This is an optimization exercise on Yosys and OpenROAD, whose aim is small area, a short achievable clock period and few clock cycles per item, not a production implementation.
In this exercise RTL edits were held to simulation tests only and were not proved equivalent to the original.
Power and IR drop assume default switching activity.

### flow/config.mk
export PLATFORM = sky130hd
export DESIGN_NAME = ascii_integer_field_parser
export DESIGN_NICKNAME = ascii_integer_field_parser
export VERILOG_FILES = /design/flow/design.v
export SDC_FILE = /design/flow/constraint.sdc
export NUM_CORES = 4
export LEC_CHECK = 0
export CAP_MARGIN = 20
export CORE_MARGIN = 2
export CORE_UTILIZATION = 40
export SLEW_MARGIN = 20
### flow/constraint.sdc
create_clock -name core_clock -period 6.5 [get_ports {clk_i}]
set_input_delay 1.3000 -clock core_clock [delete_from_list [all_inputs] [get_ports {clk_i}]]
set_output_delay 1.3000 -clock core_clock [all_outputs]
set_load 0.01 [all_outputs]
### flow/design.v
package afp_pkg;
  localparam int unsigned VALUE_BITS = 64;
  localparam logic [1:0] OP_CHAR       = 2'd0;
  localparam logic [1:0] OP_NEW_FIELD  = 2'd1;
  localparam logic [1:0] OP_NEW_STRING = 2'd2;
  localparam logic [1:0] OP_NOP        = 2'd3;
  localparam logic [1:0] ST_BUSY    = 2'd0;
  localparam logic [1:0] ST_MATCHED = 2'd1;
  localparam logic [1:0] ST_NOMATCH = 2'd2;
  localparam logic [1:0] ST_EOS     = 2'd3;
  localparam logic [1:0] MODE_DEC  = 2'd0;
  localparam logic [1:0] MODE_OCT  = 2'd1;
  localparam logic [1:0] MODE_HEX  = 2'd2;
  localparam logic [1:0] MODE_AUTO = 2'd3;
  localparam logic REG_RADIX_MODE = 1'b0;
  localparam logic REG_MAX_WIDTH  = 1'b1;
  typedef struct packed {
    logic [1:0] op;
    logic [7:0] ch;
  } in_item_t;
  typedef struct packed {
    logic               consumed;
    logic               done_res;
    logic [1:0]         status;
    logic signed [63:0] value;
    logic [15:0]        char_count;
  } out_item_t;
  typedef struct packed {
    logic [1:0] radix_mode;
    logic [7:0] max_width;
  } cfg_t;
endpackage
module afp_cfg (
  input  logic          clk_i,
  input  logic          rst_ni,
  input  logic          psel,
  input  logic          penable,
  input  logic          pwrite,
  input  logic [2:0]    paddr,
  input  logic [31:0]   pwdata,
  output logic [31:0]   prdata,
  output logic          pready,
  output afp_pkg::cfg_t cfg_o
);
  logic [1:0] radix_mode_q;
  logic [7:0] max_width_q;
  logic       wr_en;
  assign pready = 1'b1;
  assign wr_en  = psel && penable && pwrite;
  always_ff @(posedge clk_i or negedge rst_ni) begin
    if (!rst_ni) begin
      radix_mode_q <= afp_pkg::MODE_DEC;
      max_width_q  <= 8'd0;
    end else if (wr_en) begin
      if (paddr[2] == afp_pkg::REG_RADIX_MODE) radix_mode_q <= pwdata[1:0];
      else                                     max_width_q  <= pwdata[7:0];
    end
  end
  assign prdata = paddr[2] ? {24'd0, max_width_q} : {30'd0, radix_mode_q};
  assign cfg_o.radix_mode = radix_mode_q;
  assign cfg_o.max_width  = max_width_q;
endmodule
module afp_core (
  input  logic               clk_i,
  input  logic               rst_ni,
  input  logic               advance_i,
  input  afp_pkg::in_item_t  item_i,
  input  afp_pkg::cfg_t      cfg_i,
  output afp_pkg::out_item_t res_o
);
  localparam logic [2:0] PH_SKIP   = 3'b000;
  localparam logic [2:0] PH_SIGNED = 3'b001;
  localparam logic [2:0] PH_ZERO   = 3'b010;
  localparam logic [2:0] PH_DIGITS = 3'b011;
  localparam logic [2:0] PH_IDLE   = 3'b100;
  logic [2:0]  phase_q, phase_d;
  logic [63:0] value_q, value_d;
  logic        neg_q, neg_d;
  logic        r16_q, r16_d;      
  logic        r8_q, r8_d;        
  logic        auto_q, auto_d;    
  logic        lim_q, lim_d;      
  logic [7:0]  left_q, left_d;
  logic [15:0] count_q, count_d;
  logic        cons_q, cons_d;
  logic        done_q, done_d;
  logic [1:0] op;
  logic [7:0] ch;
  assign op = item_i.op;
  assign ch = item_i.ch;
  logic       is_ws, is_minus, is_nul, is_zero, is_x;
  logic       is_dec, is_lc, is_uc, is_oct;
  logic [3:0] dv;
  assign is_ws    = (ch == 8'h20) || (ch == 8'h09) || (ch == 8'h0A);
  assign is_minus = (ch == 8'h2D);
  assign is_nul   = (ch == 8'h00);
  assign is_zero  = (ch == 8'h30);
  assign is_x     = (ch == 8'h78) || (ch == 8'h58);
  assign is_dec   = (ch[7:4] == 4'h3) && (ch[3:0] <= 4'd9);
  assign is_oct   = (ch[7:3] == 5'b00110);
  assign is_lc    = (ch[7:3] == 5'b01100) && (ch[2:0] != 3'd0) && (ch[2:0] != 3'd7);
  assign is_uc    = (ch[7:3] == 5'b01000) && (ch[2:0] != 3'd0) && (ch[2:0] != 3'd7);
  assign dv       = is_dec ? ch[3:0] : {1'b1, ch[2:0] + 3'd1};
  logic dig_ok;
  assign dig_ok = (r16_q ? (is_dec || is_lc || is_uc) : r8_q ? is_oct : is_dec) &&
                  (!lim_q || (left_q != 8'd0));
  logic [63:0] opa, opb, opc, acc_step;
  assign opa      = r16_q ? {value_q[59:0], 4'b0} : {value_q[60:0], 3'b0};
  assign opb      = (r16_q || r8_q) ? 64'd0 : {value_q[62:0], 1'b0};
  assign opc      = neg_q ? (64'd0 - {60'd0, dv}) : {60'd0, dv};
  assign acc_step = opa + opb + opc;
  logic is_char, start, ph_pre, ph_open;
  assign is_char = (op == afp_pkg::OP_CHAR);
  assign start   = (op == afp_pkg::OP_NEW_FIELD) || (op == afp_pkg::OP_NEW_STRING);
  assign ph_pre  = (phase_q == PH_SKIP) || (phase_q == PH_SIGNED);
  assign ph_open = !phase_q[2];
  logic took, take_dig;
  always_comb begin
    phase_d  = phase_q;
    neg_d    = neg_q;
    r16_d    = r16_q;
    r8_d     = r8_q;
    auto_d   = auto_q;
    lim_d    = lim_q;
    left_d   = left_q;
    took     = 1'b0;
    take_dig = 1'b0;
    if (start) begin
      phase_d = PH_SKIP;
      neg_d   = 1'b0;
      r16_d   = (cfg_i.radix_mode == afp_pkg::MODE_HEX);
      r8_d    = (cfg_i.radix_mode == afp_pkg::MODE_OCT);
      auto_d  = (cfg_i.radix_mode == afp_pkg::MODE_AUTO);
      lim_d   = (cfg_i.max_width != 8'd0);
      left_d  = cfg_i.max_width;
    end else if (is_char && ph_open) begin
      if (phase_q == PH_SKIP && is_ws) begin
        took = 1'b1;
      end else if (phase_q == PH_SKIP && is_minus) begin
        neg_d   = 1'b1;
        phase_d = PH_SIGNED;
        took    = 1'b1;
      end else if (ph_pre && is_nul) begin
        phase_d = {1'b1, afp_pkg::ST_EOS};
      end else if (ph_pre && is_zero && (r16_q || auto_q)) begin
        if (auto_q) r8_d = 1'b1;
        phase_d = PH_ZERO;
        took    = 1'b1;
      end else if (phase_q == PH_ZERO && is_x) begin
        r16_d   = 1'b1;
        r8_d    = 1'b0;
        phase_d = PH_DIGITS;
        took    = 1'b1;
      end else if (dig_ok) begin
        if (lim_q) left_d = left_q - 8'd1;
        phase_d  = PH_DIGITS;
        took     = 1'b1;
        take_dig = 1'b1;
      end else begin
        phase_d = {1'b1, phase_q[1] ? afp_pkg::ST_MATCHED : afp_pkg::ST_NOMATCH};
      end
    end
  end
  always_comb begin
    value_d = value_q;
    if (start)         value_d = 64'd0;
    else if (take_dig) value_d = acc_step;
  end
  always_comb begin
    count_d = count_q;
    if (op == afp_pkg::OP_NEW_STRING)    count_d = 16'd0;
    else if (took && count_q != 16'hFFFF) count_d = count_q + 16'd1;
  end
  assign cons_d = took;
  assign done_d = is_char && phase_d[2] && (phase_d[1:0] != 2'd0);
  always_ff @(posedge clk_i or negedge rst_ni) begin
    if (!rst_ni) begin
      phase_q <= PH_IDLE;
      value_q <= 64'd0;
      count_q <= 16'd0;
    end else if (advance_i) begin
      phase_q <= phase_d;
      value_q <= value_d;
      count_q <= count_d;
    end
  end
  always_ff @(posedge clk_i) begin
    if (advance_i) begin
      neg_q  <= neg_d;
      r16_q  <= r16_d;
      r8_q   <= r8_d;
      auto_q <= auto_d;
      lim_q  <= lim_d;
      left_q <= left_d;
      cons_q <= cons_d;
      done_q <= done_d;
    end
  end
  assign res_o.consumed   = cons_q;
  assign res_o.done_res   = done_q;
  assign res_o.status     = done_q ? phase_q[1:0] : afp_pkg::ST_BUSY;
  assign res_o.value      = value_q;
  assign res_o.char_count = count_q;
endmodule
module ascii_integer_field_parser (
  input  logic               clk_i,
  input  logic               rst_ni,
  input  logic               in_valid_i,
  output logic               in_ready_o,
  input  logic [9:0]         in_data_i,
  output logic               out_valid_o,
  input  logic               out_ready_i,
  output logic [83:0]        out_data_o,
  input  logic               psel,
  input  logic               penable,
  input  logic               pwrite,
  input  logic [2:0]         paddr,
  input  logic [31:0]        pwdata,
  output logic [31:0]        prdata,
  output logic               pready
);
  afp_pkg::cfg_t cfg;
  logic          out_valid_q;
  logic          advance;
  afp_cfg u_cfg (
    .clk_i   (clk_i),
    .rst_ni  (rst_ni),
    .psel    (psel),
    .penable (penable),
    .pwrite  (pwrite),
    .paddr   (paddr),
    .pwdata  (pwdata),
    .prdata  (prdata),
    .pready  (pready),
    .cfg_o   (cfg)
  );
  assign in_ready_o = !out_valid_q || out_ready_i;
  assign advance    = in_valid_i && in_ready_o;
  afp_core u_core (
    .clk_i     (clk_i),
    .rst_ni    (rst_ni),
    .advance_i (advance),
    .item_i    (in_data_i),
    .cfg_i     (cfg),
    .res_o     (out_data_o)
  );
  always_ff @(posedge clk_i or negedge rst_ni) begin
    if (!rst_ni) begin
      out_valid_q <= 1'b0;
    end else if (advance) begin
      out_valid_q <= 1'b1;
    end else if (out_ready_i) begin
      out_valid_q <= 1'b0;
    end
  end
  assign out_valid_o = out_valid_q;
endmodule
### flow/run.sh
#!/bin/bash
# synth_recipe.tcl (not shown) runs the flow's synth.tcl, then flattens the netlist and writes it again
# the make line also repeats each setting of config.mk as NAME=value (left out here)
make -C /OpenROAD-flow-scripts/flow DESIGN_CONFIG=/design/flow/config.mk WORK_HOME=/design/flow/orfs CLKGATE_MAP_FILE= SYNTH_SCRIPT=/design/flow/synth_recipe.tcl finish
==> summary.md <==
| Metric | Value |
|---|---|
| Reg2reg path depth | `19` |
| Port Buffers | `119` |
| Worst R2R End | `u_core.value_q[52]` |
| Starting Density | `0.405` |
| Async set-reset flop share out of synthesis | `0.862` |
| Rows | `61` |
| Flop pwr share | `0.427` |
| Crit path largest cell delay | `530 ps` |
| Crit path kind | `in2reg` |
| Most common cell after layout, fill and taps aside | `nand2_1` |
| Cell area power density | `124 nW/um^2` |
| Antenna violations before repair | `0` |
| Clk pwr share | `0.327` |
| Worst Path Max Fanout | `17` |
| DR iter-0 viols | `626` |
| Synth cell types | `80` |
| Clk sinks | `109` |
| Gpl congestion | `0.879` |
| Fin. max-slew vios | `0` |
| Post-synth top flop | `dfrtp_1` |
| CTS tree | `yes` |
| Share of cells above drive strength 1 | `0.163` |
| Hold wc startpoint | `u_core.value_q[63]` |
| Worst IR Drop VDD | `160 uV` |
| Total leakage power | `6.88 nW` |
| Startpoint Class | `input port` |
| DRT Pass-1 Iters | `8` |
| Ant diodes | `0` |
| Routed vias | `9919` |
| Commonest non-fill, non-tap cells in the layout | `nand2_1 (195), buf_4 (170), inv_1 (143)` |
| Synth Instances | `1321` |
| Worst path required time | `6720 ps` |
| Io pins | `171` |
| Status | `complete, no violations` |
| Worst flop-to-flop path startpoint | `u_core.r16_q` |
| Fmax | `160 MHz` |
| Core area | `27700 um^2` |
| Number of global-route vias before repair | `9868` |
| CP max-delay cell | `fa_1` |
| Vias per cell | `5.07` |
| Layout Cells excl Fill | `1957` |
| Clock period minus worst slack | `6260 ps` |
| Post-Route Setup TNS | `0 ps` |
| Yosys warns | `3` |
| Worst-path clk slew | `80 ps` |
| Slew @ Worst Pin | `999 ps` |
| Relative slew slack | `0.329` |
| Area growth syn-to-layout | `27.2%` |
| First-pass GRT wire length | `49200 um` |
| Hold-fix buffers, CTS | `0` |
| Tot GR Track Use | `0.206` |
| Syn Std Cell Area | `11200 um^2` |
| Wire per inst | `15.0 um` |
| Final hold slack | `497 ps` |
| Avg Inst Size Synth | `8.50 um^2` |
| Die span in x | `172 um` |
| Cell Int Power | `1.19 mW` |
| Die area | `29400 um^2` |
| Nets | `1760` |
| Number of antenna-violating nets in the routed design | `0` |
| Fill count | `2666` |
| Setup crit end | `u_core.value_q[52]` |
| Height of the die | `172 um` |
| Switching part of the total power | `0.326` |
| Later-pin clock latency in the skew report | `370 ps` |
| Largest net degree at the start of global routing | `59` |
| HP Class | `reg2reg` |
| Crit path launch | `in_data_i[0]` |
| Clock root cell | `clkbuf_16` |
| CP Capture Type | `flop` |
| Post-synthesis sequential area ratio | `0.250` |
| Final Skew | `13.6 ps` |
| Number of flops mapped to enable cells by yosys | `15` |
| H-tree levels | `3` |
| Yosys reg bits | `109` |
| P_sw | `0.577 mW` |
| FF-to-FF setup slack | `1580 ps` |
| Max-Cap Viols | `0` |
| Grt ovf | `0` |
| Clock buffer depth | `2` |
| Period utilization | `0.963` |
| Comb power frac | `0.246` |
| HPWL Detailed | `22700 um` |
| Setup violators final | `0` |
| Drt drc | `0` |
| DRT Wirelength | `29300 um` |
| Final-report hold violation count | `0` |
| Inst Count DP | `1939` |
| TritonCTS buffer count | `9` |
| Core Util, Final | `0.516` |
| Worst Path Arrival | `6490 ps` |
## how the worst min path moves through the flow
stage                                    end  slack, ps  cells after the start
after floorplan            u_core.phase_q[0]        490                      2
after global placement    u_core.value_q[63]        470                      2
after detailed placement  u_core.value_q[63]        480                      2
after CTS                 u_core.value_q[63]        500                      2
after global routing      u_core.value_q[63]        550                      2
final                     u_core.value_q[63]        500                      2
## state kept, by name (all words and copies together), names as in the netlist
register,flops
u_core.count_q,16
u_cfg.radix_mode_q,2
u_core.phase_q,3
u_core.value_q,64
u_core.neg_q,1
out_valid_q,1
u_core.r8_q,1
u_core.lim_q,1
u_core.left_q,8
u_core.r16_q,1
u_core.auto_q,1
u_core.cons_q,1
u_cfg.max_width_q,8
u_core.done_q,1
## cell families (layout without fill, tap and decap cells)
logic type,count (synthesis),in the layout,share of synthesized area
flops,109,109,0.250
fa+ha+maj,134,134,0.190
buf+inv,216,451,0.0868
mux,74,74,0.0675
simple gates,386,386,0.161
other cells,2,25,0.000669
xor+xnor,86,86,0.0671
compound gates,314,314,0.178
## Yosys cell counts (25+ instances only)
cell | number | area (um^2)
a21oi_1 | 85 | 425
xor2_1 | 48 | 420
inv_1 | 143 | 537
buf_4 | 28 | 210
a21o_1 | 25 | 188
nand3_1 | 30 | 150
fa_1 | 61 | 1220
ha_1 | 73 | 913
dfrtp_1 | 93 | 2330
o21ai_0 | 105 | 526
nor2_1 | 57 | 214
nand2_1 | 197 | 739
mux2i_1 | 60 | 601
xnor2_1 | 38 | 333
## power by group through the flow
stage                     sequential (mW)  combinational (mW)  clock [mW]
after floorplan                     0.759               0.271           0
after detailed placement            0.770               0.435           0
after CTS                           0.756               0.437       0.597
final                               0.756               0.436       0.579
after global routing                0.762               0.487       0.622
after global placement              0.769               0.427           0
## area by class of cell
type / instances / area [um^2] / area share
inverters: 143 / 537 / 0.0376
multi-input cells: 1019 / 7650 / 0.535
well taps: 378 / 473 / 0.0331
clock inverters: 6 / 62.6 / 0.00438
flip-flops and latches: 109 / 2800 / 0.196
clock buffers: 10 / 229 / 0.0160
repair buffers: 292 / 2540 / 0.178
## metrics by stage
| stage | setup slack [ps] | instance area (um^2) | power, mW |
|---|---|---|---|
| after floorplan | 103 | 11300 | 1.03 |
| after global placement | -284 | 13900 | 1.20 |
| after detailed placement | -443 | 13900 | 1.21 |
| after CTS | 3.88 | 14200 | 1.79 |
| after global routing | -47.7 | 14300 | 1.87 |
| final | 238 | 14300 | 1.77 |
## metal layers
metal / wire [um] / vias to the layer above / GRT usage
met3: 1020 / 25 / 0.0249
met1: 13900 / 4787 / 0.285
met5: 0 / - / 0
li1: - / 4945 / -
met4: 377 / 0 / 0.0464
met2: 14000 / 162 / 0.346
## critical path: cells and delay by family
family          cells  cell delay (ps)
buf+inv             9             1470
mux                 1              240
simple gates        3              320
fa+ha+maj           4             1290
xor+xnor            1              150
compound gates     10             1680
## what timing repair did
| action | 4_1_cts | 5_1_grt |
|---|---|---|
| setup endpoints to repair | 1 | 26 |
| setup buffers | 0 | 2 |
| gates cloned | 0 | 0 |
| pin swaps | 0 | 6 |
| gates resized for setup | 1 | 19 |
Testbench counts, summed over its fixed seeds: cycles 20,345, items 20,305.

## port drivers added, routing unchanged
No port has a modelled driver above. Below, the same layout with a new extraction and two added sets of constraints.
Step 1 assumes that a clkbuf_16 drives the clock port and a buf_2 every other input.
Step 2 moves the port delays by t, midway between the first and last clock arrival at a register: inputs arrive t later, outputs are due t later. That takes back most of the time a late clock gives input paths.
Three values: ideal, step 1, step 2; two values: the first two.
shift t [ns]: 0.410
slack for setup (ns): 0.238 / 0.245 / -0.165
hold WS [ns]: 0.497 / 0.497 / 0.497
clock arrival spread, ns: 0.014 / 0.013
pins driven straight from the clock port: 1
With both steps, setup timing fails in this run, where it was met with ideal ports. For this run, drivers alone change the setup slack by +0.007 ns; drivers and shift together by -0.403 ns.
